This is an optimization exercise on Yosys and OpenROAD, whose aim is small area and a short achievable clock period, not a production implementation.
In this exercise RTL edits were held to simulation tests only and were not proved equivalent to the original.
Power and IR drop assume default switching activity.

==> flow/design.v <==
package erx_pkg;
    localparam int WRITE_BIT   = 0;
    localparam int DSTADDR_LSB = 8;
    localparam int DSTADDR_W   = 32;
    localparam int CHIPID_LSB  = 20;
    localparam int CHIPID_W    = 12;
    typedef enum logic [1:0] {
        CH_WRITE = 2'd0,
        CH_READ  = 2'd1,
        CH_RESP  = 2'd2
    } erx_type_e;
    function automatic int clog2(input int value);
        clog2 = 0;
        for (int i = 0; i < 31; i = i + 1) begin
            if ((1 << i) < value) clog2 = i + 1;
        end
    endfunction
endpackage
import erx_pkg::*;
module erx_chfifo
#(
    parameter int          PW    = 104,
    parameter int          DEPTH = 8,
    parameter int          WAIT_LEVEL = 6,
    parameter logic [PW-1:0] CMASK = '0,
    parameter logic [PW-1:0] CVAL  = '0
) (
    input  logic                           clk,
    input  logic                           nreset,
    input  logic                           push,
    input  logic [PW-1:0]                  din,
    input  logic                           wait_i,
    output logic [PW-1:0]                  dout,
    output logic                           valid,
    output logic                           full,
    output logic                           ovf,
    output logic                           accept,
    output logic                           near
);
    localparam int MD = DEPTH - 1;         
    logic          hv;                     
    logic [MD-1:0] cmt;                    
    logic [MD-1:0] wr_oh;                  
    logic [MD-1:0] rd_oh;                  
    logic [MD:0]   hsel;                   
    logic [DEPTH:0] tn;                    
    logic          pop;
    logic          from_mem;
    logic          acc1;                   
    logic          to_mem1;                
    logic          hv_n0, hv_n1;
    logic [MD-1:0] cmt_n0, cmt_n1, cmt_up, cmt_dn;
    logic          near0, near1;
    logic [MD-1:0] rd_oh_n;
    assign valid    = hv;
    assign full     = cmt[MD-1];
    assign pop      = hv && !wait_i;
    assign accept   = push && acc1;
    assign ovf      = push && !acc1;
    assign from_mem = pop && cmt[0];
    assign acc1     = !full || pop;
    assign to_mem1  = acc1 && hv && !(pop && !cmt[0]);
    assign cmt_up   = {cmt[MD-2:0], 1'b1};
    assign cmt_dn   = {1'b0, cmt[MD-1:1]};
    assign rd_oh_n  = from_mem ? {rd_oh[MD-2:0], rd_oh[MD-1]} : rd_oh;
    assign hv_n0  = (hv && !pop) || from_mem;
    assign hv_n1  = hv_n0 || acc1;
    assign cmt_n0 = from_mem ? cmt_dn : cmt;
    assign cmt_n1 = (to_mem1 == from_mem) ? cmt : to_mem1 ? cmt_up : cmt_dn;
    assign tn    = {1'b0, cmt, hv};
    assign near0 = pop ? tn[WAIT_LEVEL] : tn[WAIT_LEVEL-1];
    assign near1 = (acc1 == pop) ? tn[WAIT_LEVEL-1] : acc1 ? tn[WAIT_LEVEL-2] : tn[WAIT_LEVEL];
    assign near  = push ? near1 : near0;
    always_ff @(posedge clk) begin
        if (!nreset) begin
            hv      <= 1'b0;
            cmt     <= '0;
            wr_oh   <= MD'(1);
            rd_oh   <= MD'(1);
            hsel    <= {1'b1, {MD{1'b0}}};
        end else begin
            hv      <= push ? hv_n1 : hv_n0;
            cmt     <= push ? cmt_n1 : cmt_n0;
            rd_oh   <= rd_oh_n;
            if (push && to_mem1) wr_oh <= {wr_oh[MD-2:0], wr_oh[MD-1]};
            hsel    <= (push ? cmt_n1[0] : cmt_n0[0]) ? {1'b0, rd_oh_n} : {1'b1, {MD{1'b0}}};
        end
    end
    logic load;
    assign load = !hv || !wait_i;
    for (genvar b = 0; b < PW; b++) begin : g_bit
        if (CMASK[b]) begin : g_const
            assign dout[b] = CVAL[b];
        end else begin : g_store
            logic          h;
            logic [MD-1:0] m;
            logic          d;
            assign d = (din[b] & hsel[MD]) | (|(m & hsel[MD-1:0]));
            always_ff @(posedge clk) begin
                if (load) h <= d;
            end
            for (genvar j = 0; j < MD; j++) begin : g_slot
                always_ff @(posedge clk) begin
                    if (wr_oh[j] && (!full || !wait_i)) m[j] <= din[b];
                end
            end
            assign dout[b] = h;
        end
    end
endmodule
import erx_pkg::*;
module erx_dispatch
#(
    parameter int          PW     = 104,
    parameter int          NCH    = 3,
    parameter int          DEPTH  = 8,
    parameter int          MODE   = 0,
    parameter int          ASHIFT = 20,
    parameter logic [11:0] ID     = 12'h800,
    parameter int          AFULL  = 2,
    parameter int          TOW    = 12
) (
    input  logic                clk,
    input  logic                nreset,
    input  logic                rx_access,
    input  logic [PW-1:0]       rx_packet,
    output logic                rx_wait,
    output logic [NCH-1:0]      ch_access,
    output logic [NCH*PW-1:0]   ch_packet,
    input  logic [NCH-1:0]      ch_wait,
    output logic [NCH-1:0]      overflow,
    output logic [15:0]         drop_count,
    output logic [NCH-1:0]      timeout,
    input  logic                clear
);
    localparam int IW         = ($clog2(NCH) < 1) ? 1 : $clog2(NCH);
    localparam int AW         = $clog2(DEPTH);
    localparam int WAIT_LEVEL = DEPTH - AFULL;
    localparam logic [TOW-1:0] TO_MAX = {TOW{1'b1}};
    localparam logic [TOW-1:0] TO_ARM = {{(TOW-1){1'b1}}, 1'b0};
    logic [IW-1:0]  sel;
    logic           sel_ok;
    logic [NCH-1:0] ch_push;
    logic [NCH-1:0] ch_full;
    logic [NCH-1:0] near_full;
    logic [NCH-1:0] ovf_set;
    logic [NCH-1:0] to_set;
    logic           drop;
    always_comb begin
        sel    = '0;
        sel_ok = 1'b0;
        if (MODE == 0) begin
            sel_ok = 1'b1;
            if (rx_packet[WRITE_BIT])
                sel = IW'(CH_WRITE);
            else if (rx_packet[DSTADDR_LSB + CHIPID_LSB +: CHIPID_W] == ID)
                sel = IW'(CH_RESP);
            else
                sel = IW'(CH_READ);
        end else begin
            sel    = rx_packet[DSTADDR_LSB + ASHIFT +: IW];
            sel_ok = (int'(sel) < NCH);
        end
    end
    function automatic logic [PW-1:0] const_mask(input int ch);
        const_mask = '0;
        if (MODE == 0) begin
            const_mask[WRITE_BIT] = 1'b1;
            if (ch == int'(CH_RESP))
                const_mask[DSTADDR_LSB + CHIPID_LSB +: CHIPID_W] = '1;
        end
    endfunction
    function automatic logic [PW-1:0] const_val(input int ch);
        const_val = '0;
        if (MODE == 0) begin
            const_val[WRITE_BIT] = (ch == int'(CH_WRITE));
            if (ch == int'(CH_RESP))
                const_val[DSTADDR_LSB + CHIPID_LSB +: CHIPID_W] = ID;
        end
    endfunction
    genvar k;
    for (k = 0; k < NCH; k++) begin : g_ch
        logic           stall;
        logic [TOW-1:0] stall_cnt;
        assign ch_push[k] = rx_access && sel_ok && (int'(sel) == k);
        erx_chfifo #(
            .PW    (PW),
            .DEPTH (DEPTH),
            .WAIT_LEVEL (WAIT_LEVEL),
            .CMASK (const_mask(k)),
            .CVAL  (const_val(k))
        ) u_fifo (
            .clk        (clk),
            .nreset     (nreset),
            .push       (ch_push[k]),
            .din        (rx_packet),
            .wait_i     (ch_wait[k]),
            .dout       (ch_packet[k*PW +: PW]),
            .valid      (ch_access[k]),
            .full       (ch_full[k]),
            .ovf        (ovf_set[k]),
            .accept     (),
            .near       (near_full[k])
        );
        assign stall     = ch_access[k] && ch_wait[k];
        assign to_set[k] = stall && (stall_cnt == TO_ARM);
        always_ff @(posedge clk) begin
            if (!nreset)
                stall_cnt <= '0;
            else if (!stall)
                stall_cnt <= '0;
            else if (stall_cnt != TO_MAX)
                stall_cnt <= stall_cnt + {{(TOW-1){1'b0}}, 1'b1};
        end
    end
    assign drop = (rx_access && !sel_ok) || (|ovf_set);
    logic [15:0] dc_inc;
    assign dc_inc = (drop_count == 16'hFFFF) ? drop_count : drop_count + 16'd1;
    always_ff @(posedge clk) begin
        if (!nreset) begin
            rx_wait    <= 1'b0;
            overflow   <= '0;
            timeout    <= '0;
            drop_count <= '0;
        end else begin
            rx_wait  <= |near_full;
            overflow <= (clear ? '0 : overflow) | ovf_set;
            timeout  <= (clear ? '0 : timeout) | to_set;
            if (drop)
                drop_count <= clear ? 16'd1 : dc_inc;
            else if (clear)
                drop_count <= '0;
        end
    end
endmodule
==> flow/run.sh <==
#!/bin/bash
# synth_recipe.tcl (not shown) runs the flow's synth.tcl, then flattens the netlist and writes it again
# the make line also repeats each setting of config.mk as NAME=value (left out here)
make -C /OpenROAD-flow-scripts/flow DESIGN_CONFIG=/design/flow/config.mk WORK_HOME=/design/flow/orfs CLKGATE_MAP_FILE= SYNTH_SCRIPT=/design/flow/synth_recipe.tcl finish
==> flow/config.mk <==
export PLATFORM = sky130hd
export DESIGN_NAME = erx_dispatch
export DESIGN_NICKNAME = erx_dispatch
export VERILOG_FILES = /design/flow/design.v
export SDC_FILE = /design/flow/constraint.sdc
export NUM_CORES = 4
export LEC_CHECK = 0
export CAP_MARGIN = 20
export CORE_MARGIN = 2
export CORE_UTILIZATION = 60
export SETUP_SLACK_MARGIN = 2.8
export SLEW_MARGIN = 20
==> flow/constraint.sdc <==
create_clock -name core_clock -period 5.5 [get_ports {clk}]
set_input_delay 1.1000 -clock core_clock [delete_from_list [all_inputs] [get_ports {clk}]]
set_output_delay 1.1000 -clock core_clock [all_outputs]
set_load 0.01 [all_outputs]
==> results.sh, run 1 <==
export IMPL_status="no timing/DRC/antenna violations"
export IMPL_rows=143
export IMPL_power_density_nw_per_um2=366.1
export IMPL_cts_sinks=2525
export IMPL_setup_viol=0
export IMPL_synth_common_cells="edfxtp_1 (2376), a22oi_1 (1205), buf_4 (316)"
export IMPL_dp_cells=7170
export IMPL_antenna_found_initial=32
export IMPL_htree_num_levels=4
export IMPL_synth_warning_count=4
export IMPL_yosysTopAreaCell="edfxtp_1"
export IMPL_yosysTopAreaCellShare_pct=77.85
export IMPL_ctsRootBufferMaster="clkbuf_16"
export IMPL_vias=50904
export IMPL_dpl_hpwl_mm=142.4
export IMPL_critPathKind="flop to primary output"
export IMPL_yosysMostFrequentCell="edfxtp_1"
export IMPL_path_max_fanout=1
export IMPL_synthArstFlopShare_pct=0
export IMPL_die_h_um=394.8
export IMPL_grt_pass1_wl_mm=356.6
export IMPL_clock_latency_ns=0.85
export IMPL_area_growth_pct=13.32
export IMPL_p_leak_nw=33.47
export IMPL_place_congestion=0.8003
export IMPL_cpMaxStageDelayCell="edfxtp_1"
export IMPL_period_share_pct=49.79
export IMPL_r2r_cells=3
export IMPL_place_area_um2=96790
export IMPL_synth_area_um2=91650
export IMPL_first_iter_violations=6747
export IMPL_seq_area_frac_synth_pct=81.10
export IMPL_grt_usage_pct=32.32
export IMPL_rsz0062_at_grt="yes"
export IMPL_finalNetCount=5532
export IMPL_critPathArrivalTime_ns=1.64
export IMPL_instances_no_fill=7654
export IMPL_irDropWorstVdd_mv=0.3197
export IMPL_grt_pass1_vias=48348
export IMPL_final_cell_area_um2=103900
export IMPL_max_slew_margin_rel_pct=22.37
export IMPL_cpPeakStageDelay_ns=0.59
export IMPL_start_kind="flop"
export IMPL_ys_seq_elements=2525
export IMPL_path_cells="buf_2"
export IMPL_core_um2=151900
export IMPL_endpoint_kind="primary output"
export IMPL_grt_max_degree=104
export IMPL_fin_crit_ns=2.738
export IMPL_crit_family="flip-flops"
export IMPL_num_io_pins=449
export IMPL_cts_buffers=237
export IMPL_slew_viol_final=0
export IMPL_dieArea_um2=155900
export IMPL_drc=0
export IMPL_antenna_left=0
export IMPL_drive_gt1_share_pct=12.77
export IMPL_synth_edf_count=2376
export IMPL_clock_path_buffers=3
export IMPL_first_pass_iters=5
export IMPL_cp_num_cells=1
export IMPL_clock_fmax_ghz=0.3652
export IMPL_critPathBufInv=1
export IMPL_hold_viol_final=0
export IMPL_vias_per_cell=6.651
export IMPL_synth_cell_type_count=60
export IMPL_clk_pin_slew_ns=0.06
export IMPL_synthFlopType="edfxtp_1"
export IMPL_worst_pin_slew_ns=1.164
export IMPL_die_w_um=394.8
export IMPL_syn_avg_cell_area_um2=17.93
export IMPL_cts_tree="yes"
export IMPL_wire_per_inst_um=33.54
export IMPL_drt_wl_total_mm=256.7
export IMPL_finalClockSkew_ns=0.03088
export IMPL_hold_path_depth=1
export IMPL_start_util_pct=60.34
export IMPL_fin_setup_tns_ns=0
export IMPL_reg2reg_slack_ns=3.03
export IMPL_totalPowerFinal_mw=38.02
export IMPL_cp_required_ns=4.40
export IMPL_synth_area_leaders="edfxtp_1 (78%), a22oi_1 (9.9%), dfxtp_1 (3.3%)"
export IMPL_syn_inst=5112
export IMPL_cap_violations=0
export IMPL_globalRoute_totalOverflow=0
export IMPL_holdWs_ns=0.4585
export IMPL_min_path_type="flop to flop"
export IMPL_portBuffers=433
==> state kept, by name, indices dropped and copies added, names as in the netlist, 16 cells and up <==
register and count:
g_ch.u_fifo.cmt 21, g_ch.u_fifo.wr_oh 21, g_ch.u_fifo.g_bit.g_store.h 297, g_ch.u_fifo.rd_oh 21
g_ch.u_fifo.g_bit.g_store.m 2079, g_ch.u_fifo.hsel 24, g_ch.stall_cnt 36, drop_count 16
==> where the power goes <==
part           switching [mW]  internal (mW)
clock                    6.80           8.54
combinational           0.837          0.371
sequential              0.162           21.3
total                    7.80           30.2
==> layer usage <==
layer / part of all wire [%] / vias up / global-route usage, %
met5: 0.011 / - / 0
met4: 3.8 / 4 / 11.95
met3: 11 / 343 / 8.357
met2: 46 / 2911 / 48.44
met1: 39 / 26225 / 46.31
li1: - / 21421 / -
==> cell type report <==
type,count,area [um^2]
sequential,2525,74450
fill,10087,48050
multi-input combinational,2011,14210
clock buffer,306,6391
timing repair buffer,623,5346
tap,2030,2540
clock inverter,133,834.6
inverter,16,60.06
antenna,10,25.02
==> logic make-up after synthesis <==
group | Yosys count | synth area share [%]
adders and majority gates | 7 | 0.09556
buffers and inverters | 610 | 3.827
xor gates and xnor gates | 21 | 0.2007
and+or+nand+nor | 597 | 3.682
other | 2 | 0.008194
DFF | 2525 | 81.10
muxes | 48 | 0.5269
AOI/OAI and AO/OA | 1302 | 10.56
==> worst paths after layout <==
check | from | end
worst max register to register | g_ch[1].u_fifo.hsel[0]$_SDFF_PN0_ | g_ch[1].u_fifo.g_bit[61].g_store.h$_DFFE_PP_
worst min register to register | timeout[2]$_SDFF_PN0_ | timeout[2]$_SDFF_PN0_
worst min-delay path | timeout[2]$_SDFF_PN0_ | timeout[2]$_SDFF_PN0_
worst max-delay path | g_ch[0].u_fifo.g_bit[46].g_store.h$_DFFE_PP_ | ch_packet[46]
==> what timing repair did <==
action                                  in CTS  in global routing
pin swaps                                   16                 12
hold buffers                                 0                  0
gates cloned                                11                 10
endpoints found under the setup margin     893                790
endpoints found under the hold margin        0                  0
resized for setup                          627                 35
setup buffers                               10                  4
==> cells in the final DEF (no fill, tap or decap), types with 27 or more instances in the layout <==
master	count
edfxtp_1	2376
nand2_1	46
dfxtp_1	109
clkinv_2	41
mux2i_1	46
a22oi_1	1205
clkinv_1	74
clkdlybuf4s50_1	92
a21oi_1	41
clkbuf_1	59
buf_2	78
dfxtp_4	27
clkdlybuf4s15_1	29
nand3_1	29
nor2_1	114
nand4_1	308
dlygate4sd2_1	205
buf_4	169
clkbuf_16	246
==> metrics by stage <==
step	worst slack (ns)	util, %
floorplan	2.547	-
global placement	1.472	63.72
detailed placement	1.410	63.72
CTS	2.572	68.24
global route	2.688	68.36
finish	2.762	68.37
==> run 2, diff against run 1 <==
==> flow/flow/run.sh (new file) <==
#!/bin/bash
# Standard layout with two changes: the port buffers are plain sky130
# buffers (buf_2) rather than the delay-cell buffers buffer_ports picks by
# default, and the resizer may swap a cell for one of another footprint
# (MATCH_CELL_FOOTPRINT=0), so it can really upsize cells on slow paths.
set -euo pipefail
export BUFFER_PORTS_ARGS="-buffer_cell sky130_fd_sc_hd__buf_2"
bash standard.sh MATCH_CELL_FOOTPRINT=0 finish > standard.log 2>&1
==> flow/standard.sh (new file) <==
#!/bin/bash
# synth_recipe.tcl (not shown) runs the flow's synth.tcl, then flattens the netlist and writes it again
# the make line also repeats each setting of config.mk as NAME=value (left out here)
make -C /OpenROAD-flow-scripts/flow DESIGN_CONFIG=/design/flow/config.mk WORK_HOME=/design/flow/orfs CLKGATE_MAP_FILE= SYNTH_SCRIPT=/design/flow/synth_recipe.tcl "${@:-finish}"
--- a/flow/config.mk
+++ b/flow/config.mk
@@ -10,3 +10,5 @@
 export CORE_UTILIZATION = 60
-export SETUP_SLACK_MARGIN = 2.8
+export CTS_CLUSTER_DIAMETER = 100
+export CTS_CLUSTER_SIZE = 30
+export SETUP_SLACK_MARGIN = 3.0
 export SLEW_MARGIN = 20
removed: flow/run.sh
==> run 2 against run 1 <==
Compared with the run above:
- combinational power down 8%
- cell count shrank 5.7%
- global-route usage is 1.0 points lower
- total power decreased by 18%
- critical path depth unchanged
- non-clock buffer count shrank 102
- synthesized cell count is the same
- sequential share of layout area increased by 5.2 points
- clock power fell by 43%
- largest cell class unchanged
==> results.sh, run 2 <==
export IMPL_path_cells="buf_2"
export IMPL_setup_viol=0
export IMPL_cts_sinks=2525
export IMPL_largest_reg_flops=2079
export IMPL_drive_gt1_share_pct=13.71
export IMPL_vias_per_cell=6.793
export IMPL_grt_usage_pct=31.30
export IMPL_num_io_pins=449
export IMPL_irDropWorstVdd_mv=0.2927
export IMPL_synth_area_um2=91650
export IMPL_clock_fmax_ghz=0.3774
export IMPL_top_regs="g_ch.u_fifo.g_bit.g_store.m: 2079 flops, g_ch.u_fifo.g_bit.g_store.h: 297 flops, g_ch.stall_cnt: 36 flops"
export IMPL_clk_pin_slew_ns=0.12
export IMPL_critPathBufInv=1
export IMPL_p_int_mw=24.82
export IMPL_power_density_nw_per_um2=322.5
export IMPL_antenna_left=0
export IMPL_synthFlopType="edfxtp_1"
export IMPL_clock_latency_ns=0.75
export IMPL_grt_pass1_wl_mm=347.6
export IMPL_layout_setup_ws_ns=2.851
export IMPL_drc=0
export IMPL_pwr_share_comb_pct=3.5
export IMPL_cts_tree="yes"
export IMPL_path_max_fanout=1
export IMPL_first_iter_violations=6550
export IMPL_slew_viol_final=0
export IMPL_crit_family="flip-flops"
export IMPL_yosysTopAreaCell="edfxtp_1"
export IMPL_seq_area_frac_synth_pct=81.10
export IMPL_rows=143
export IMPL_place_congestion=0.8025
export IMPL_cap_violations=0
export IMPL_switchingPower_mw=6.419
export IMPL_drt_wl_total_mm=249.6
export IMPL_status="no timing/DRC/antenna violations"
export IMPL_grt_max_degree=97
export IMPL_cpPeakStageDelay_ns=0.58
export IMPL_final_cell_mix="edfxtp_1 (2376), a22oi_1 (1205), buf_2 (422)"
export IMPL_synth_area_leaders="edfxtp_1 (78%), a22oi_1 (9.9%), dfxtp_1 (3.3%)"
export IMPL_dp_cells=7071
export IMPL_synth_edf_count=2376
export IMPL_synth_warning_count=4
export IMPL_clock_path_buffers=3
export IMPL_wire_per_inst_um=34.57
export IMPL_grt_pass1_vias=45711
export IMPL_worst_pin_slew_ns=1.100
export IMPL_endpoint_kind="primary output"
export IMPL_syn_avg_cell_area_um2=17.93
export IMPL_synth_cell_type_count=60
export IMPL_place_area_um2=93960
export IMPL_globalRoute_totalOverflow=0
export IMPL_finalClockSkew_ns=0.03747
export IMPL_core_um2=151900
export IMPL_die_w_um=394.8
export IMPL_htree_num_levels=3
export IMPL_cp_required_ns=4.40
export IMPL_holdBufCountCts=0
export IMPL_ctsRootBufferMaster="clkbuf_16"
export IMPL_max_slew_margin_rel_pct=26.67
export IMPL_critPathArrivalTime_ns=1.55
export IMPL_critPathKind="flop to primary output"
export IMPL_totalPowerFinal_mw=31.24
export IMPL_start_util_pct=60.34
export IMPL_min_path_type="flop to flop"
export IMPL_portBuffers=433
export IMPL_p_sw_share_pct=20.55
export IMPL_instances_no_fill=7220
export IMPL_first_pass_iters=6
export IMPL_vias=49047
export IMPL_regMostFlops="g_ch.u_fifo.g_bit.g_store.m"
export IMPL_period_share_pct=48.17
export IMPL_area_growth_pct=5.676
export IMPL_antenna_found_initial=30
export IMPL_ys_seq_elements=2525
export IMPL_die_h_um=394.8
export IMPL_p_clk_share_pct=27.9
export IMPL_yosysTopAreaCellShare_pct=77.85
export IMPL_rsz0062_at_grt="yes"
export IMPL_cts_buffers=94
export IMPL_fin_setup_tns_ns=0
export IMPL_cpMaxStageDelayCell="edfxtp_1"
export IMPL_dieArea_um2=155900
export IMPL_start_kind="flop"
export IMPL_yosysMostFrequentCell="edfxtp_1"
export IMPL_post_place_ws_ns=1.841
export IMPL_dpl_hpwl_mm=140.5
export IMPL_final_cell_area_um2=96860
export IMPL_final_common_cell="edfxtp_1"
export IMPL_synth_common_cells="edfxtp_1 (2376), a22oi_1 (1205), buf_4 (316)"
export IMPL_synthArstFlopShare_pct=0
export IMPL_hold_viol_final=0
export IMPL_power_frac_seq_pct=68.6
export IMPL_finalNetCount=5274
export IMPL_syn_inst=5112
export IMPL_p_leak_nw=30.28
export IMPL_fin_crit_ns=2.650
[run 2: per-stage QoR]
stage / utilization [%] / hold slack, ns
2_1_floorplan: - / 0.4491
3_3_place_gp: 61.85 / 0.4427
3_5_place_dp: 61.85 / 0.4513
4_1_cts: 63.62 / 0.4804
5_1_grt: 63.76 / 0.5109
6_report: 63.76 / 0.4740
[run 2: worst paths after layout]
kind / startpoint / end / slack, ns / cells past startpoint
worst min register to register: timeout[0]$_SDFF_PN0_ / timeout[0]$_SDFF_PN0_ / 0.47 / 1
worst max-delay path: g_ch[0].u_fifo.g_bit[76].g_store.h$_DFFE_PP_ / ch_packet[76] / 2.85 / 1
worst min-delay path: timeout[0]$_SDFF_PN0_ / timeout[0]$_SDFF_PN0_ / 0.47 / 1
worst max register to register: g_ch[0].u_fifo.cmt[6]$_SDFFE_PN0P_ / g_ch[0].u_fifo.g_bit[81].g_store.m[2]$_DFFE_PP_ / 2.96 / 3
[run 2: power groups by stage]
| stage | Sequential [mW] | Combinational [mW] | Clock [mW] |
|---|---|---|---|
| finish | 21.4 | 1.11 | 8.71 |
| global route | 21.5 | 1.16 | 9.40 |
| CTS | 21.4 | 1.10 | 8.82 |
| detailed placement | 21.9 | 1.10 | 0 |
| global placement | 21.9 | 1.08 | 0 |
| floorplan | 21.8 | 0.532 | 0 |
[run 2: repair_timing]
item / in CTS / in global routing
gates cloned: 5 / 3
setup buffers: 3 / 7
pin swaps: 7 / 6
resized for setup: 19 / 14
endpoints found under the setup margin: 245 / 157
[run 2: final cells by class]
| type | instances | area [um^2] |
|---|---|---|
| antenna | 4 | 10.01 |
| clock buffer | 125 | 2532 |
| clock inverter | 1 | 30.03 |
| fill | 10598 | 55050 |
| inverter | 16 | 60.06 |
| multi-input combinational | 1998 | 14100 |
| sequential | 2525 | 74440 |
| tap | 2030 | 2540 |
| timing repair buffer | 521 | 3137 |
[run 2: routing by layer]
metal | track usage, % | vias up | routed length (um)
met5 | 0 | - | 56
met2 | 48.30 | 2594 | 116500
li1 | - | 20649 | -
met1 | 46.99 | 25548 | 101600
met4 | 7.606 | 10 | 6917
met3 | 5.640 | 246 | 24460
[run 2: cell families (layout without fill, tap and decap cells)]
| family | Yosys count | in the layout | share of synthesized area, % |
|---|---|---|---|
| buffers and inverters | 610 | 663 | 3.827 |
| muxes | 48 | 48 | 0.5269 |
| other | 2 | 19 | 0.008194 |
| DFF | 2525 | 2525 | 81.10 |
| adders and majority gates | 7 | 7 | 0.09556 |
| and+or+nand+nor | 597 | 604 | 3.682 |
| AOI/OAI and AO/OA | 1302 | 1303 | 10.56 |
| xor gates and xnor gates | 21 | 21 | 0.2007 |
==> run 3, diff against run 2 <==
--- a/flow/design.v
+++ b/flow/design.v
@@ -88,4 +88,8 @@
     end
-    logic load;
+    logic          load;
+    logic          hold;
+    logic [MD:0]   hs;
     assign load = !hv || !wait_i;
+    assign hold = !load;
+    assign hs   = hsel & {(MD+1){load}};
     for (genvar b = 0; b < PW; b++) begin : g_bit
@@ -97,6 +101,4 @@
             logic          d;
-            assign d = (din[b] & hsel[MD]) | (|(m & hsel[MD-1:0]));
-            always_ff @(posedge clk) begin
-                if (load) h <= d;
-            end
+            assign d = (din[b] & hs[MD]) | (|(m & hs[MD-1:0])) | (h & hold);
+            always_ff @(posedge clk) h <= d;
             for (genvar j = 0; j < MD; j++) begin : g_slot
==> run 3 against run 2 <==
Compared with the run above:
- worst setup slack improved by 0.11 ns
- via count up 5.8%
- register-to-register slack improved by 0.09 ns
- still clean on timing, DRC and antenna
- maximum frequency grew 4.2%
- sequential power about the same
==> results.sh, run 3 <==
export IMPL_status="no timing/DRC/antenna violations"
export IMPL_max_slew_margin_rel_pct=18.12
export IMPL_yosysTopAreaCellShare_pct=68.75
export IMPL_antenna_left=0
export IMPL_clk_pin_slew_ns=0.11
export IMPL_vias=51876
export IMPL_wire_per_inst_um=33.22
export IMPL_start_kind="input pin"
export IMPL_syn_avg_cell_area_um2=16.35
export IMPL_p_leak_nw=32.45
export IMPL_htree_num_levels=3
export IMPL_synth_cell_type_count=65
export IMPL_worst_pin_slew_ns=1.228
export IMPL_rsz0062_at_grt="yes"
export IMPL_endpoint_kind="flop"
export IMPL_cp_num_cells=4
export IMPL_first_iter_violations=7631
export IMPL_synth_area_um2=90810
export IMPL_final_cell_mix="edfxtp_1 (2079), a222oi_1 (440), buf_2 (428)"
export IMPL_dpl_hpwl_mm=132.1
export IMPL_antenna_found_initial=17
export IMPL_cts_buffers=94
export IMPL_start_util_pct=60.49
export IMPL_largest_reg_flops=2079
export IMPL_rows=142
export IMPL_critPathArrivalTime_ns=2.96
export IMPL_r2r_cells=6
export IMPL_drive_gt1_share_pct=14.29
export IMPL_period_share_pct=46.22
export IMPL_num_io_pins=449
export IMPL_fin_crit_ns=2.542
export IMPL_holdBufCountCts=0
export IMPL_cpPeakStageDelay_ns=0.89
export IMPL_vias_per_cell=6.792
export IMPL_die_w_um=393.0
export IMPL_cap_violations=0
export IMPL_crit_start="ch_wait[0]"
export IMPL_drc=0
export IMPL_hold_viol_final=0
export IMPL_totalPowerFinal_mw=31.25
export IMPL_irDropWorstVdd_mv=0.2810
export IMPL_finalClockSkew_ns=0.02772
export IMPL_cts_sinks=2525
export IMPL_syn_inst=5553
export IMPL_core_um2=150100
export IMPL_yosysMostFrequentCell="edfxtp_1"
export IMPL_path_cells="buf_2 > nand2_1 > and2_4 > buf_4"
export IMPL_reg2reg_to="g_ch[1].u_fifo.g_bit[14].g_store.h$_DFF_P_"
export IMPL_timing_rr_start="g_ch[1].u_fifo.hv$_SDFF_PN0_"
export IMPL_portBuffers=433
export IMPL_reg2reg_slack_ns=3.05
export IMPL_path_max_fanout=43
export IMPL_final_common_cell="edfxtp_1"
export IMPL_first_pass_iters=8
export IMPL_cp_required_ns=5.91
export IMPL_place_congestion=0.7850
export IMPL_critPathBufInv=2
export IMPL_area_growth_pct=6.141
export IMPL_synthArstFlopShare_pct=0
export IMPL_seq_area_frac_synth_pct=78.58
export IMPL_synth_area_leaders="edfxtp_1 (69%), dfxtp_1 (9.8%), a222oi_1 (4.9%)"
export IMPL_power_density_nw_per_um2=324.2
export IMPL_grt_usage_pct=32.08
export IMPL_regMostFlops="g_ch.u_fifo.g_bit.g_store.m"
export IMPL_drt_wl_total_mm=253.7
export IMPL_finalNetCount=5661
export IMPL_clock_latency_ns=0.75
export IMPL_dieArea_um2=154500
export IMPL_synth_common_cells="edfxtp_1 (2079), dfxtp_1 (446), a222oi_1 (440)"
export IMPL_ys_seq_elements=2525
export IMPL_layout_setup_ws_ns=2.958
export IMPL_min_path_type="flop to flop"
export IMPL_cts_tree="yes"
export IMPL_setup_viol=0
export IMPL_ctsRootBufferMaster="clkbuf_16"
export IMPL_die_h_um=393.0
export IMPL_grt_max_degree=88
export IMPL_post_place_ws_ns=1.696
export IMPL_cpMaxStageDelayCell="and2_4"
export IMPL_globalRoute_totalOverflow=0
export IMPL_grt_pass1_wl_mm=355.3
export IMPL_yosysTopAreaCell="edfxtp_1"
export IMPL_crit_family="simple AND/OR/NAND/NOR gates"
export IMPL_synth_warning_count=4
export IMPL_clock_path_buffers=3
export IMPL_grt_pass1_vias=49028
export IMPL_fin_setup_tns_ns=0
export IMPL_synthFlopType="edfxtp_1"
export IMPL_crit_path_end="g_ch[0].u_fifo.g_bit[25].g_store.m[4]$_DFFE_PP_"
export IMPL_slew_viol_final=0
export IMPL_synth_edf_count=2079
export IMPL_top_regs="g_ch.u_fifo.g_bit.g_store.m: 2079 flops, g_ch.u_fifo.g_bit.g_store.h: 297 flops, g_ch.stall_cnt: 36 flops"
export IMPL_clock_fmax_ghz=0.3934
export IMPL_critPathKind="input pin to flop"
==> run 3: cell count changes after synthesis, sizes merged, moves of 219 or more <==
cell	previous run	this run
a22oi	1205	405
dfxtp	149	446
edfxtp	2376	2079
nand3	29	310
nand2	54	273
a222oi	0	440
nand4	309	31
o21ai	16	265
==> run 3: how the worst min path moves through the flow <==
stage | startpoint | to | depth (start not counted)
2_1_floorplan | g_ch[2].u_fifo.g_bit[14].g_store.m[5]$_DFFE_PP_ | g_ch[2].u_fifo.g_bit[14].g_store.h$_DFF_P_ | 2
3_3_place_gp | timeout[2]$_SDFF_PN0_ | timeout[2]$_SDFF_PN0_ | 1
3_5_place_dp | g_ch[2].u_fifo.g_bit[42].g_store.m[5]$_DFFE_PP_ | g_ch[2].u_fifo.g_bit[42].g_store.h$_DFF_P_ | 2
4_1_cts | g_ch[1].u_fifo.g_bit[55].g_store.m[2]$_DFFE_PP_ | g_ch[1].u_fifo.g_bit[55].g_store.h$_DFF_P_ | 2
5_1_grt | g_ch[1].u_fifo.g_bit[55].g_store.m[0]$_DFFE_PP_ | g_ch[1].u_fifo.g_bit[55].g_store.h$_DFF_P_ | 2
6_report | g_ch[2].u_fifo.g_bit[89].g_store.m[3]$_DFFE_PP_ | g_ch[2].u_fifo.g_bit[89].g_store.h$_DFF_P_ | 2
==> run 3: per-stage QoR <==
stage / utilization (%) / instances / hold WS [ns] / cell area, um^2
2_1_floorplan: - / 5566 / 0.4428 / 90980
3_3_place_gp: 62.00 / 7426 / 0.4483 / 93090
3_5_place_dp: 62.00 / 7426 / 0.4600 / 93090
4_1_cts: 64.07 / 7621 / 0.4707 / 96190
5_1_grt: 64.20 / 7637 / 0.4993 / 96380
6_report: 64.20 / 7638 / 0.4699 / 96380
==> run 3: area by class of cell <==
class | instances | area, um^2
repair buffers | 532 | 3435
diodes | 2 | 5.005
clock buffers | 168 | 2694
well taps | 2016 | 2522
fillers | 10868 | 53750
multi-input cells | 2378 | 16120
clock inverters | 5 | 72.57
inverters | 12 | 45.04
flip-flops and latches | 2525 | 71490
==> run 3: cells by family (layout without fill, tap and decap cells) <==
logic type / count (synthesis) / in the layout / share of synthesized area (%)
AOI/OAI and AO/OA: 1337 / 1338 / 11.71
xor gates and xnor gates: 17 / 17 / 0.1640
adders and majority gates: 7 / 7 / 0.09644
buffers and inverters: 684 / 717 / 4.140
DFF: 2525 / 2525 / 78.58
muxes: 48 / 48 / 0.5318
other: 2 / 17 / 0.008270
and+or+nand+nor: 933 / 953 / 4.763
==> run 3: repair_timing <==
| item | in CTS | in global routing |
|---|---|---|
| cloned | 13 | 8 |
| gates resized for setup | 77 | 20 |
| pin swaps | 17 | 12 |
| setup endpoints to repair | 422 | 240 |
| buffers inserted | 9 | 7 |
==> run 3: worst register-to-register path, delay by kind of cell (launching register included) <==
| family | cells | cell delay (ns) |
|---|---|---|
| AOI/OAI and AO/OA | 1 | 0.16 |
| and+or+nand+nor | 3 | 1.32 |
| DFF | 1 | 0.38 |
| buffers and inverters | 2 | 0.52 |
==> run 3: routing by layer <==
metal  GRT usage, %  vias to the layer above  wire length (um)
met5              0                        -                66
met4          7.245                       10              5287
met3          5.676                      268             27110
met2          51.53                     2737            120700
met1          46.35                    26740            100500
li1               -                    22121                 -
==> run 3: power breakdown <==
part           leakage (nW)  switching (mW)  internal [mW]  total [mW]
Combinational          8.26           0.803          0.341        1.14
Clock                  1.31            5.53           3.40        8.94
Sequential             22.9           0.203           21.0        21.2
==> run 4, diff against run 3 <==
--- a/flow/config.mk
+++ b/flow/config.mk
@@ -12,3 +12,3 @@
 export CTS_CLUSTER_SIZE = 30
-export SETUP_SLACK_MARGIN = 3.0
+export SETUP_SLACK_MARGIN = 3.2
 export SLEW_MARGIN = 20
==> run 4 against run 3 <==
Compared with the run above:
- maximum frequency grew 3.7%
- core utilization up 2.4 points
- worst hold slack better by 0.0029 ns
- largest power group unchanged
- clock skew up 0.0031 ns
- critical endpoint is now g_ch[0].u_fifo.g_bit[53].g_store.m[3]$_DFFE_PP_
- synthesized area unchanged
- non-clock buffer count increased by 68
==> results.sh, run 4 <==
export IMPL_min_to="timeout[0]$_SDFF_PN0_"
export IMPL_yosysTopAreaCell="edfxtp_1"
export IMPL_synth_area_um2=90810
export IMPL_met1_usage_pct=50.59
export IMPL_drt_wl_total_mm=282.4
export IMPL_syn_avg_cell_area_um2=16.35
export IMPL_setup_viol=0
export IMPL_worst_pin_slew_ns=1.175
export IMPL_die_h_um=393.0
export IMPL_rows=142
export IMPL_cts_buffers=94
export IMPL_path_cells="clkbuf_4 > nand2_8 > and2_4 > buf_4"
export IMPL_ctsRootBufferMaster="clkbuf_16"
export IMPL_place_congestion=0.7893
export IMPL_power_density_nw_per_um2=316.2
export IMPL_grt_pass1_vias=50127
export IMPL_grt_pass1_wl_mm=382.2
export IMPL_cp_required_ns=5.91
export IMPL_status="no timing/DRC/antenna violations"
export IMPL_start_util_pct=60.49
export IMPL_synth_warning_count=4
export IMPL_endpoint_kind="flop"
export IMPL_fin_crit_ns=2.451
export IMPL_wire_per_inst_um=36.44
export IMPL_num_io_pins=449
export IMPL_hold_start="timeout[0]$_SDFF_PN0_"
export IMPL_rsz0062_at_grt="yes"
export IMPL_first_pass_iters=9
export IMPL_yosysMostFrequentCell="edfxtp_1"
export IMPL_ys_seq_elements=2525
export IMPL_clk_pin_slew_ns=0.12
export IMPL_irDropWorstVdd_mv=0.2711
export IMPL_vias=54645
export IMPL_finalClockSkew_ns=0.03085
export IMPL_synth_cell_type_count=65
export IMPL_top_regs="g_ch.u_fifo.g_bit.g_store.m: 2079 flops, g_ch.u_fifo.g_bit.g_store.h: 297 flops, g_ch.stall_cnt: 36 flops"
export IMPL_core_um2=150100
export IMPL_cpPeakStageDelay_ns=0.64
export IMPL_cpMaxStageDelayCell="and2_4"
export IMPL_drive_gt1_share_pct=20.40
export IMPL_cts_tree="yes"
export IMPL_r2r_cells=3
export IMPL_finalNetCount=5758
export IMPL_clock_latency_ns=0.76
export IMPL_use_met3_pct=7.694
export IMPL_htree_num_levels=3
export IMPL_final_cell_mix="edfxtp_1 (2079), a222oi_1 (440), a22oi_1 (405)"
export IMPL_vias_per_cell=7.053
export IMPL_grt_max_degree=132
export IMPL_max_slew_margin_rel_pct=21.69
export IMPL_final_util_pct=66.63
export IMPL_first_iter_violations=9646
export IMPL_fin_setup_tns_ns=0
export IMPL_hold_path_depth=2
export IMPL_final_common_cell="edfxtp_1"
export IMPL_synthArstFlopShare_pct=0
export IMPL_regMostFlops="g_ch.u_fifo.g_bit.g_store.m"
export IMPL_slew_viol_final=0
export IMPL_dpl_hpwl_mm=135.4
export IMPL_cap_violations=0
export IMPL_min_path_type="flop to flop"
export IMPL_yosysTopAreaCellShare_pct=68.75
export IMPL_path_max_fanout=28
export IMPL_die_w_um=393.0
export IMPL_syn_inst=5553
export IMPL_p_leak_nw=33.70
export IMPL_dieArea_um2=154500
export IMPL_area_growth_pct=10.16
export IMPL_critPathArrivalTime_ns=2.86
export IMPL_antenna_left=0
export IMPL_reg2reg_slack_ns=3.16
export IMPL_met2_usage_pct=55.73
export IMPL_holdBufCountCts=0
export IMPL_globalRoute_totalOverflow=0
export IMPL_cts_sinks=2525
export IMPL_timing_rr_start="g_ch[2].u_fifo.cmt[6]$_SDFFE_PN0P_"
export IMPL_synth_area_leaders="edfxtp_1 (69%), dfxtp_1 (9.8%), a222oi_1 (4.9%)"
export IMPL_antenna_found_initial=22
export IMPL_busiest_layer="met2"
export IMPL_synth_common_cells="edfxtp_1 (2079), dfxtp_1 (446), a222oi_1 (440)"
export IMPL_portBuffers=433
export IMPL_synth_edf_count=2079
export IMPL_clock_fmax_ghz=0.4079
export IMPL_grt_usage_pct=35.29
export IMPL_largest_reg_flops=2079
export IMPL_start_kind="input pin"
export IMPL_synthFlopType="edfxtp_1"
export IMPL_critPathKind="input pin to flop"
export IMPL_reg2reg_to="g_ch[2].u_fifo.g_bit[71].g_store.m[6]$_DFFE_PP_"
export IMPL_seq_area_frac_synth_pct=78.58
export IMPL_clock_path_buffers=3
export IMPL_drc=0
export IMPL_period_share_pct=44.57
export IMPL_hold_viol_final=0
==> run 4: cell counts after synthesis <==
No cell type changed its count.
==> run 4: what timing repair did <==
| action | in CTS | in global routing |
|---|---|---|
| setup buffers | 39 | 38 |
| cloned | 37 | 13 |
| gates resized for setup | 935 | 57 |
| pin swaps | 28 | 26 |
| endpoints found under the setup margin | 1029 | 809 |
==> run 4: how the worst max path moves through the flow <==
stage | from | to | slack [ns] | depth (start not counted)
2_1_floorplan | rx_packet[33] | drop_count[13]$_SDFFE_PN0P_ | 2.94 | 6
3_3_place_gp | rx_packet[32] | drop_count[5]$_SDFFE_PN0P_ | 1.92 | 7
3_5_place_dp | rx_packet[33] | drop_count[3]$_SDFFE_PN0P_ | 1.87 | 7
4_1_cts | g_ch[1].u_fifo.hv$_SDFF_PN0_ | ch_access[1] | 3.04 | 1
5_1_grt | g_ch[2].u_fifo.g_bit[65].g_store.h$_DFF_P_ | ch_packet[273] | 3.06 | 1
6_report | ch_wait[0] | g_ch[0].u_fifo.g_bit[53].g_store.m[3]$_DFFE_PP_ | 3.05 | 4
==> run 4: through the flow <==
stage,cells,power (mW),worst slack [ns],instance area [um^2],hold slack [ns]
2_1_floorplan,5566,22.19,2.939,91060,0.4428
3_3_place_gp,7433,22.69,1.917,93140,0.4436
3_5_place_dp,7433,22.72,1.870,93140,0.4488
4_1_cts,7681,31.63,3.044,99350,0.4741
5_1_grt,7737,32.42,3.057,100000,0.4961
6_report,7748,31.63,3.049,100000,0.4729
==> run 4: logic make-up (layout without fill, tap and decap cells) <==
logic type | count (synthesis) | in the layout | share of synthesized area, %
AO/OA/AOI/OAI | 1337 | 1338 | 11.71
XOR/XNOR | 17 | 17 | 0.1640
adder cells (fa/ha/maj) | 7 | 7 | 0.09644
buffers and inverters | 684 | 784 | 4.140
flip-flops | 2525 | 2525 | 78.58
multiplexers | 48 | 48 | 0.5318
other | 2 | 31 | 0.008270
AND/OR/NAND/NOR | 933 | 982 | 4.763
==> run 4: report_power, final <==
part	switching (mW)	internal [mW]	total, mW	leakage (nW)
clock	5.60	3.42	9.02	1.32
combinational	0.831	0.553	1.38	9.46
sequential	0.247	21.0	21.2	22.9
total	6.68	25.0	31.6	33.7
==> run 4: layer usage <==
layer | share of wire [%] | wire (um) | vias up
li1 | - | - | 22393
met1 | 38 | 106100 | 28225
met2 | 46 | 131300 | 3684
met3 | 13 | 37460 | 337
met4 | 2.7 | 7529 | 6
met5 | 0.012 | 34 | -
==> run 4: critical path: cells and delay by family <==
kind	cells	cell delay, ns
and+or+nand+nor	2	0.89
buffers and inverters	2	0.75
==> run 4: final cells by class <==
cell class / count / area [um^2]
sequential: 2525 / 72050
fill: 10430 / 50100
multi-input combinational: 2407 / 16420
timing repair buffer: 600 / 6186
clock buffer: 166 / 2708
tap: 2016 / 2522
clock inverter: 6 / 62.56
inverter: 12 / 45.04
antenna: 16 / 40.04
==> run 5, diff against run 4 <==
--- a/flow/design.v
+++ b/flow/design.v
@@ -44,2 +44,4 @@
     logic [MD-1:0] rd_oh;                  
+    logic [MD-1:0] wr_nf;                  
+    logic [MD-1:0] wr_f;                   
     logic [MD:0]   hsel;                   
@@ -54,2 +56,4 @@
     logic [MD-1:0] rd_oh_n;
+    logic [MD-1:0] wr_oh_n;
+    logic          full_n;
     assign valid    = hv;
@@ -65,2 +69,3 @@
     assign rd_oh_n  = from_mem ? {rd_oh[MD-2:0], rd_oh[MD-1]} : rd_oh;
+    assign wr_oh_n  = (push && to_mem1) ? {wr_oh[MD-2:0], wr_oh[MD-1]} : wr_oh;
     assign hv_n0  = (hv && !pop) || from_mem;
@@ -73,2 +78,3 @@
     assign near  = push ? near1 : near0;
+    assign full_n = push ? cmt_n1[MD-1] : cmt_n0[MD-1];
     always_ff @(posedge clk) begin
@@ -79,2 +85,4 @@
             rd_oh   <= MD'(1);
+            wr_nf   <= MD'(1);
+            wr_f    <= '0;
             hsel    <= {1'b1, {MD{1'b0}}};
@@ -84,3 +92,5 @@
             rd_oh   <= rd_oh_n;
-            if (push && to_mem1) wr_oh <= {wr_oh[MD-2:0], wr_oh[MD-1]};
+            wr_oh   <= wr_oh_n;
+            wr_nf   <= full_n ? '0 : wr_oh_n;
+            wr_f    <= full_n ? wr_oh_n : '0;
             hsel    <= (push ? cmt_n1[0] : cmt_n0[0]) ? {1'b0, rd_oh_n} : {1'b1, {MD{1'b0}}};
@@ -93,3 +103,3 @@
     assign hold = !load;
-    assign hs   = hsel & {(MD+1){load}};
+    assign hs   = {hsel[MD] & load, hsel[MD-1:0] & {MD{!wait_i}}};
     for (genvar b = 0; b < PW; b++) begin : g_bit
@@ -105,3 +115,3 @@
                 always_ff @(posedge clk) begin
-                    if (wr_oh[j] && (!full || !wait_i)) m[j] <= din[b];
+                    if (wr_nf[j] || (wr_f[j] && !wait_i)) m[j] <= din[b];
                 end
--- a/flow/config.mk
+++ b/flow/config.mk
@@ -12,3 +12,3 @@
 export CTS_CLUSTER_SIZE = 30
-export SETUP_SLACK_MARGIN = 3.2
+export SETUP_SLACK_MARGIN = 3.0
 export SLEW_MARGIN = 20
==> run 5 against run 4 <==
Compared with the run above:
- still clean on timing, DRC and antenna
- worst setup slack got worse by 0.21 ns
- via count decreased by 3.9%
- critical path depth is 1 higher
- core utilization fell by 1.9 points
- worst hold slack lost 0.0020 ns
- final area decreased by 1.4%
- global-route usage shrank 3.1 points
- non-clock buffer count down 36
- largest power group unchanged
==> results.sh, run 5 <==
export IMPL_period_share_pct=48.30
export IMPL_regMostFlops="g_ch.u_fifo.g_bit.g_store.m"
export IMPL_cpPeakStageDelay_ns=0.55
export IMPL_vias=52492
export IMPL_finalNetCount=5755
export IMPL_portBuffers=433
export IMPL_syn_avg_cell_area_um2=16.52
export IMPL_cts_tree="yes"
export IMPL_synth_warning_count=4
export IMPL_path_cells="clkbuf_4 > clkinvlp_4 > buf_4 > a21o_4 > buf_16"
export IMPL_slew_viol_final=0
export IMPL_met2_length_mm=120.3
export IMPL_cp_required_ns=5.90
export IMPL_yosysTopAreaCellShare_pct=67.60
export IMPL_r2r_cells=5
export IMPL_irDropWorstVdd_mv=0.2939
export IMPL_switchingPower_mw=6.609
export IMPL_synth_area_leaders="edfxtp_1 (68%), dfxtp_1 (11%), a22oi_1 (5.0%)"
export IMPL_start_kind="input pin"
export IMPL_critPathArrivalTime_ns=3.05
export IMPL_status="no timing/DRC/antenna violations"
export IMPL_die_h_um=396.3
export IMPL_antenna_found_initial=18
export IMPL_core_um2=152400
export IMPL_finalClockSkew_ns=0.02593
export IMPL_drive_gt1_share_pct=15.58
export IMPL_final_common_cell="edfxtp_1"
export IMPL_setup_viol=0
export IMPL_largest_reg_flops=2079
export IMPL_cpMaxStageDelayCell="a21o_4"
export IMPL_vias_per_cell=6.774
export IMPL_p_clk_share_pct=28.6
export IMPL_hold_viol_final=0
export IMPL_power_frac_seq_pct=68.1
export IMPL_antenna_left=0
export IMPL_clock_path_buffers=3
export IMPL_power_density_nw_per_um2=320.2
export IMPL_min_path_type="flop to flop"
export IMPL_p_leak_nw=32.21
export IMPL_fin_setup_tns_ns=0
export IMPL_clock_latency_ns=0.77
export IMPL_drt_met1_wl_mm=107.0
export IMPL_place_congestion=0.7848
export IMPL_dieArea_um2=157100
export IMPL_grt_pass1_wl_mm=364.1
export IMPL_max_slew_margin_rel_pct=22.93
export IMPL_grt_pass1_vias=49177
export IMPL_endpoint_kind="flop"
export IMPL_clock_fmax_ghz=0.3764
export IMPL_area_growth_pct=6.831
export IMPL_die_w_um=396.3
export IMPL_hold_start="timeout[1]$_SDFF_PN0_"
export IMPL_wl_met3_mm=24.17
export IMPL_yosysMostFrequentCell="edfxtp_1"
export IMPL_pwr_share_comb_pct=3.3
export IMPL_final_cell_mix="edfxtp_1 (2079), a22oi_1 (610), buf_2 (412)"
export IMPL_path_max_fanout=72
export IMPL_drt_wl_total_mm=257.8
export IMPL_htree_num_levels=3
export IMPL_synthArstFlopShare_pct=0
export IMPL_start_util_pct=60.58
export IMPL_synth_edf_count=2079
export IMPL_grt_usage_pct=32.23
export IMPL_maxUsedRoutingLayer="met5"
export IMPL_rows=143
export IMPL_hold_path_depth=1
export IMPL_nFillCells=10728
export IMPL_top_regs="g_ch.u_fifo.g_bit.g_store.m: 2079 flops, g_ch.u_fifo.g_bit.g_store.h: 297 flops, g_ch.stall_cnt: 36 flops"
export IMPL_fin_crit_ns=2.656
export IMPL_cts_sinks=2567
export IMPL_syn_inst=5590
export IMPL_reg2reg_slack_ns=3.32
export IMPL_synth_cell_type_count=73
export IMPL_rsz0062_at_grt="yes"
export IMPL_p_int_mw=24.98
export IMPL_reg2reg_to="g_ch[0].u_fifo.hsel[2]$_SDFF_PN0_"
export IMPL_globalRoute_totalOverflow=0
export IMPL_ys_seq_elements=2567
export IMPL_first_iter_violations=6533
export IMPL_grt_max_degree=104
export IMPL_cap_violations=0
export IMPL_timing_rr_start="g_ch[0].u_fifo.hv$_SDFF_PN0_"
export IMPL_synthFlopType="edfxtp_1"
export IMPL_p_sw_share_pct=20.92
export IMPL_yosysTopAreaCell="edfxtp_1"
export IMPL_clk_pin_slew_ns=0.12
export IMPL_synth_common_cells="edfxtp_1 (2079), a22oi_1 (610), dfxtp_1 (488)"
export IMPL_worst_pin_slew_ns=1.156
export IMPL_synth_area_um2=92350
export IMPL_num_io_pins=449
export IMPL_seq_area_frac_synth_pct=78.18
export IMPL_drc=0
export IMPL_dpl_hpwl_mm=137.9
export IMPL_ctsRootBufferMaster="clkbuf_16"
export IMPL_holdBufCountCts=0
export IMPL_cts_buffers=95
export IMPL_first_pass_iters=5
export IMPL_min_to="timeout[1]$_SDFF_PN0_"
export IMPL_critPathKind="input pin to flop"
export IMPL_final_util_pct=64.72
export IMPL_wire_per_inst_um=33.26
==> run 5: changes by cell type after synthesis, moves of 50 or more <==
cell,change
a221oi_1,+196
a222oi_1,-440
a22o_1,+292
a22oi_1,+205
clkbuf_1,-50
nand2_1,+85
nand3_1,-282
nand4_1,+282
nor2_1,-106
nor2b_1,+52
o21ai_0,-254
==> run 5: worst max-delay path, delay by kind of cell <==
| family | cells | cell delay (ns) |
|---|---|---|
| buffers and inverters | 4 | 1.16 |
| AOI/OAI and AO/OA | 1 | 0.55 |
==> run 5: power groups by stage <==
stage	logic, mW	registers [mW]	clock network (mW)
2_1_floorplan	0.602	21.8	0
3_3_place_gp	0.984	21.9	0
3_5_place_dp	1.01	21.9	0
4_1_cts	1.04	21.5	9.14
5_1_grt	1.12	21.5	9.72
6_report	1.04	21.5	9.04
==> run 5: worst max path at each step <==
stage	endpoint	from	slack, ns	cells after the start
global route	g_ch[0].u_fifo.g_bit[91].g_store.m[2]$_DFFE_PP_	ch_wait[0]	2.84	5
finish	g_ch[0].u_fifo.g_bit[80].g_store.m[4]$_DFFE_PP_	ch_wait[0]	2.84	5
global placement	g_ch[1].u_fifo.g_bit[42].g_store.m[0]$_DFFE_PP_	ch_wait[1]	1.68	4
CTS	g_ch[0].u_fifo.g_bit[53].g_store.m[4]$_DFFE_PP_	ch_wait[0]	2.90	5
detailed placement	g_ch[1].u_fifo.g_bit[42].g_store.m[0]$_DFFE_PP_	ch_wait[1]	1.66	4
floorplan	g_ch[1].u_fifo.g_bit[100].g_store.m[0]$_DFFE_PP_	ch_wait[1]	2.58	2
==> run 5: kinds of logic after synthesis <==
| family | after synthesis | share of synthesized area, % |
|---|---|---|
| AOI/OAI and AO/OA | 1336 | 11.72 |
| xor gates and xnor gates | 21 | 0.1992 |
| adders and majority gates | 7 | 0.09483 |
| buffers and inverters | 662 | 4.013 |
| DFF | 2567 | 78.18 |
| muxes | 59 | 0.6476 |
| other | 2 | 0.008132 |
| and+or+nand+nor | 936 | 5.140 |
==> run 5: stage by stage <==
stage	cells	hold WS, ns	power [mW]	setup WS (ns)	area (um^2)
after floorplan	5603	0.4563	22.40	2.583	92570
after global placement	7534	0.4362	22.92	1.684	95160
after detailed placement	7534	0.4533	22.94	1.658	95160
after CTS	7736	0.4822	31.68	2.903	98480
after global routing	7744	0.4966	32.38	2.842	98650
final	7749	0.4709	31.59	2.844	98660
==> run 5: cell type report <==
| cell class | count | area (um^2) | share of cell area, % |
|---|---|---|---|
| Sequential cell | 2567 | 72400 | 73.39 |
| Tap cell | 2030 | 2540 | 2.574 |
| Antenna cell | 8 | 20.02 | 0.02029 |
| Multi-Input combinational cell | 2386 | 17010 | 17.24 |
| Timing Repair Buffer | 564 | 3829 | 3.881 |
| Clock inverter | 4 | 50.05 | 0.05073 |
| Inverter | 23 | 93.84 | 0.09511 |
| Clock buffer | 167 | 2711 | 2.748 |
==> run 5: what timing repair did <==
action | in CTS | in global routing
cloned | 10 | 2
gates resized for setup | 154 | 42
setup buffers | 21 | 3
endpoints found under the setup margin | 801 | 752
pin swaps | 12 | 1
==> run 5: layer usage <==
layer	up-vias	global-route usage, %
li1	22175	-
met1	27318	48.02
met2	2651	50.61
met3	336	5.232
met4	12	7.347
met5	-	0
==> run 6, diff against run 5 <==
--- a/flow/design.v
+++ b/flow/design.v
@@ -35,3 +35,3 @@
     output logic                           full,
-    output logic                           ovf,
+    output logic                           blocked,
     output logic                           accept,
@@ -44,4 +44,2 @@
     logic [MD-1:0] rd_oh;                  
-    logic [MD-1:0] wr_nf;                  
-    logic [MD-1:0] wr_f;                   
     logic [MD:0]   hsel;                   
@@ -56,4 +54,2 @@
     logic [MD-1:0] rd_oh_n;
-    logic [MD-1:0] wr_oh_n;
-    logic          full_n;
     assign valid    = hv;
@@ -62,3 +58,3 @@
     assign accept   = push && acc1;
-    assign ovf      = push && !acc1;
+    assign blocked  = !acc1;
     assign from_mem = pop && cmt[0];
@@ -69,3 +65,2 @@
     assign rd_oh_n  = from_mem ? {rd_oh[MD-2:0], rd_oh[MD-1]} : rd_oh;
-    assign wr_oh_n  = (push && to_mem1) ? {wr_oh[MD-2:0], wr_oh[MD-1]} : wr_oh;
     assign hv_n0  = (hv && !pop) || from_mem;
@@ -78,3 +73,2 @@
     assign near  = push ? near1 : near0;
-    assign full_n = push ? cmt_n1[MD-1] : cmt_n0[MD-1];
     always_ff @(posedge clk) begin
@@ -85,5 +79,2 @@
             rd_oh   <= MD'(1);
-            wr_nf   <= MD'(1);
-            wr_f    <= '0;
-            hsel    <= {1'b1, {MD{1'b0}}};
         end else begin
@@ -92,14 +83,8 @@
             rd_oh   <= rd_oh_n;
-            wr_oh   <= wr_oh_n;
-            wr_nf   <= full_n ? '0 : wr_oh_n;
-            wr_f    <= full_n ? wr_oh_n : '0;
-            hsel    <= (push ? cmt_n1[0] : cmt_n0[0]) ? {1'b0, rd_oh_n} : {1'b1, {MD{1'b0}}};
-        end
-    end
-    logic          load;
-    logic          hold;
-    logic [MD:0]   hs;
+            if (push && to_mem1) wr_oh <= {wr_oh[MD-2:0], wr_oh[MD-1]};
+        end
+    end
+    logic load;
     assign load = !hv || !wait_i;
-    assign hold = !load;
-    assign hs   = {hsel[MD] & load, hsel[MD-1:0] & {MD{!wait_i}}};
+    assign hsel = {!cmt[0], rd_oh & {MD{cmt[0]}}};
     for (genvar b = 0; b < PW; b++) begin : g_bit
@@ -111,7 +96,9 @@
             logic          d;
-            assign d = (din[b] & hs[MD]) | (|(m & hs[MD-1:0])) | (h & hold);
-            always_ff @(posedge clk) h <= d;
+            assign d = (din[b] & hsel[MD]) | (|(m & hsel[MD-1:0]));
+            always_ff @(posedge clk) begin
+                if (load) h <= d;
+            end
             for (genvar j = 0; j < MD; j++) begin : g_slot
                 always_ff @(posedge clk) begin
-                    if (wr_nf[j] || (wr_f[j] && !wait_i)) m[j] <= din[b];
+                    if (wr_oh[j] && (!full || !wait_i)) m[j] <= din[b];
                 end
@@ -158,2 +145,3 @@
     logic [NCH-1:0] ovf_set;
+    logic [NCH-1:0] ch_blocked;
     logic [NCH-1:0] to_set;
@@ -212,3 +200,3 @@
             .full       (ch_full[k]),
-            .ovf        (ovf_set[k]),
+            .blocked    (ch_blocked[k]),
             .accept     (),
@@ -216,2 +204,3 @@
         );
+        assign ovf_set[k] = ch_push[k] && ch_blocked[k];
         assign stall     = ch_access[k] && ch_wait[k];
@@ -227,3 +216,3 @@
     end
-    assign drop = (rx_access && !sel_ok) || (|ovf_set);
+    assign drop = rx_access && (!sel_ok || ch_blocked[sel]);
     logic [15:0] dc_inc;
==> flow/flow/run.sh (replaced) <==
#!/bin/bash
# Standard layout, except that the port buffers are plain sky130 buffers
# (buf_2) rather than the delay-cell buffers buffer_ports picks by default.
set -euo pipefail
export BUFFER_PORTS_ARGS="-buffer_cell sky130_fd_sc_hd__buf_2"
bash standard.sh finish > standard.log 2>&1
==> run 6 against run 5 <==
Compared with the run above:
- still clean on timing, DRC and antenna
- synthesized cell count shrank 5.9%
- clock power shrank 3.3%
- worst hold slack gained 0.00063 ns
- core utilization shrank 0.31 points
- sequential share of layout area grew 2.0 points
- total power shrank 2.1%
- maximum frequency shrank 2.1%
==> results.sh, run 6 <==
export IMPL_status="no timing/DRC/antenna violations"
export IMPL_synth_edf_count=2376
export IMPL_grt_pass1_vias=48524
export IMPL_final_cell_area_um2=98070
export IMPL_hold_viol_final=0
export IMPL_htree_num_levels=3
export IMPL_area_growth_pct=6.339
export IMPL_globalRoute_totalOverflow=0
export IMPL_portBuffers=433
export IMPL_drc=0
export IMPL_start_util_pct=60.57
export IMPL_max_slew_margin_rel_pct=20.38
export IMPL_fin_crit_ns=2.714
export IMPL_synth_warning_count=4
export IMPL_grt_usage_pct=34.61
export IMPL_final_cell_mix="edfxtp_1 (2376), buf_2 (420), nand2_1 (375)"
export IMPL_place_area_um2=94970
export IMPL_yosysTopAreaCell="edfxtp_1"
export IMPL_core_um2=152300
export IMPL_rsz0062_at_grt="yes"
export IMPL_clock_fmax_ghz=0.3685
export IMPL_cts_buffers=93
export IMPL_critPathKind="input pin to flop"
export IMPL_holdBufCountCts=0
export IMPL_dpl_hpwl_mm=141.4
export IMPL_synth_cell_type_count=64
export IMPL_cp_required_ns=5.91
export IMPL_finalClockSkew_ns=0.02283
export IMPL_r2r_cells=3
export IMPL_yosysMostFrequentCell="edfxtp_1"
export IMPL_final_common_cell="edfxtp_1"
export IMPL_regMostFlops="g_ch.u_fifo.g_bit.g_store.m"
export IMPL_clock_path_buffers=3
export IMPL_min_path_type="flop to flop"
export IMPL_grt_max_degree=104
export IMPL_antenna_found_initial=30
export IMPL_first_pass_iters=8
export IMPL_post_place_ws_ns=1.882
export IMPL_synth_common_cells="edfxtp_1 (2376), nand2_1 (379), buf_4 (316)"
export IMPL_setup_viol=0
export IMPL_finalNetCount=5451
export IMPL_clock_latency_ns=0.77
export IMPL_holdWs_ns=0.4715
export IMPL_vias_per_cell=7.019
export IMPL_hold_path_depth=2
export IMPL_synthArstFlopShare_pct=0
export IMPL_grt_pass1_wl_mm=380.5
export IMPL_endpoint_kind="flop"
export IMPL_fin_setup_tns_ns=0
export IMPL_ctsRootBufferMaster="clkbuf_16"
export IMPL_irDropWorstVdd_mv=0.3672
export IMPL_seq_area_frac_synth_pct=80.08
export IMPL_path_max_fanout=54
export IMPL_die_h_um=396.0
export IMPL_cts_tree="yes"
export IMPL_antenna_left=0
export IMPL_rows=143
export IMPL_critPathArrivalTime_ns=3.12
export IMPL_syn_inst=5258
export IMPL_worst_pin_slew_ns=1.194
export IMPL_yosysTopAreaCellShare_pct=77.37
export IMPL_vias=51903
export IMPL_totalPowerFinal_mw=30.91
export IMPL_synth_area_um2=92220
export IMPL_layout_setup_ws_ns=2.786
export IMPL_power_density_nw_per_um2=315.2
export IMPL_clk_pin_slew_ns=0.12
export IMPL_drt_wl_total_mm=274.8
export IMPL_wire_per_inst_um=37.16
export IMPL_first_iter_violations=6825
export IMPL_start_kind="input pin"
export IMPL_cap_violations=0
export IMPL_place_congestion=0.8153
export IMPL_p_leak_nw=31.06
export IMPL_synth_area_leaders="edfxtp_1 (77%), o2111ai_1 (2.8%), a221oi_1 (2.8%)"
export IMPL_drive_gt1_share_pct=14.65
export IMPL_period_share_pct=49.34
export IMPL_ys_seq_elements=2501
export IMPL_top_regs="g_ch.u_fifo.g_bit.g_store.m: 2079 flops, g_ch.u_fifo.g_bit.g_store.h: 297 flops, g_ch.stall_cnt: 36 flops"
export IMPL_syn_avg_cell_area_um2=17.54
export IMPL_num_io_pins=449
export IMPL_synthFlopType="edfxtp_1"
export IMPL_slew_viol_final=0
export IMPL_largest_reg_flops=2079
export IMPL_die_w_um=396.0
export IMPL_dieArea_um2=156900
export IMPL_cts_sinks=2501
-- run 6: cell types whose count changed in the layout (fill, tap and decap cells not counted), moves of 22 or more --
cell,change
a22oi_1,-311
nor2b_1,-28
nor2b_4,-24
edfxtp_1,+297
o2111ai_1,+294
dfxtp_2,-81
and2_4,+38
clkbuf_1,-55
dfxtp_1,-266
nand4_1,-291
a21o_4,-22
nor2_1,-34
a21oi_1,+29
inv_1,+101
-- run 6: metal layers --
layer	vias up	GRT usage, %	part of all wire, %
met5	-	0	0.050
met1	27192	50.15	39
met4	22	10.38	3.3
li1	21113	-	-
met3	407	5.643	10
met2	3169	54.83	47
-- run 6: critical path, cell delays in order --
cell,delay [ns]
buf_2,0.18
nand2_1,0.42
and2_4,0.78
buf_12,0.35
-- run 6: power by group --
group	switching, mW	leakage [nW]	total [mW]	internal, mW
registers	0.162	23.3	21.3	21.1
logic	0.656	6.53	0.892	0.235
clock network	5.50	1.23	8.74	3.24
total	6.32	31.1	30.9	24.6
-- run 6: path summary, 6_finish.rpt --
check	startpoint	endpoint	slack, ns
worst max register to register	g_ch[2].u_fifo.cmt[6]$_SDFFE_PN0P_	g_ch[2].u_fifo.g_bit[78].g_store.m[4]$_DFFE_PP_	2.87
worst max-delay path	ch_wait[2]	g_ch[2].u_fifo.g_bit[78].g_store.m[4]$_DFFE_PP_	2.79
worst min register to register	overflow[0]$_SDFF_PN0_	overflow[0]$_SDFF_PN0_	0.47
worst min-delay path	overflow[0]$_SDFF_PN0_	overflow[0]$_SDFF_PN0_	0.47
-- run 6: area by class of cell --
type	count	area, um^2
multi-input combinational	2054	14980
antenna	12	30.03
clock inverter	6	92.59
clock buffer	109	2430
sequential	2501	73890
inverter	121	454.2
fill	10629	54200
timing repair buffer	562	3647
tap	2030	2540
-- run 6: cells by family after synthesis --
family / synth area share, %
adders and majority gates: 0.09497
AOI/OAI and AO/OA: 11.66
buffers and inverters: 4.290
and+or+nand+nor: 3.184
other: 0.008143
xor gates and xnor gates: 0.1804
muxes: 0.4993
DFF: 80.08
-- run 6: repair_timing --
item | 4_1_cts | 5_1_grt
gates resized for setup | 39 | 20
cloned | 17 | 2
pin swaps | 18 | 4
buffers inserted | 11 | 5
endpoints found under the setup margin | 446 | 241
-- run 6: through the flow --
| step | util, % | std cells |
|---|---|---|
| 2_1_floorplan | - | 5271 |
| 3_3_place_gp | 62.38 | 7232 |
| 3_5_place_dp | 62.38 | 7232 |
| 4_1_cts | 64.29 | 7375 |
| 5_1_grt | 64.40 | 7389 |
| 6_report | 64.41 | 7395 |

re-timing with driven ports:
The results above use ideal ports. As a check the final layouts listed here were re-extracted and re-timed, cells and wires unchanged.
Step 1 sets driving cells, clkbuf_16 on the clock port and buf_2 on the other inputs (assumed; they add their load-dependent delay and slew).
Step 2, shift: input delay + t, output delay - t, t = (earliest + latest rising clock arrival at the registers) / 2. This alone moves slack from input paths to output paths.
Slacks: ideal ports / drivers / drivers and shift; pairs: ideal ports / drivers.
run | t, ns | setup WS [ns] | worst setup path after step 2
run 1 | 0.922 | 2.762 / 2.676 / 1.939 | input to register
run 2 | 0.821 | 2.851 / 2.759 / 2.139 | input to register
run 3 | 0.835 | 2.958 / 2.942 / 2.196 | input to register
run 4 | 0.835 | 3.049 / 2.997 / 2.278 | input to register
run 5 | 0.833 | 2.844 / 2.882 / 2.049 | input to register
run 6 | 0.847 | 2.786 / 2.762 / 2.013 | input to register
After both steps every run listed still meets setup and hold. The setup slack of run 1, which loses most, moves by -0.086 ns with the drivers and by -0.823 ns with both steps.
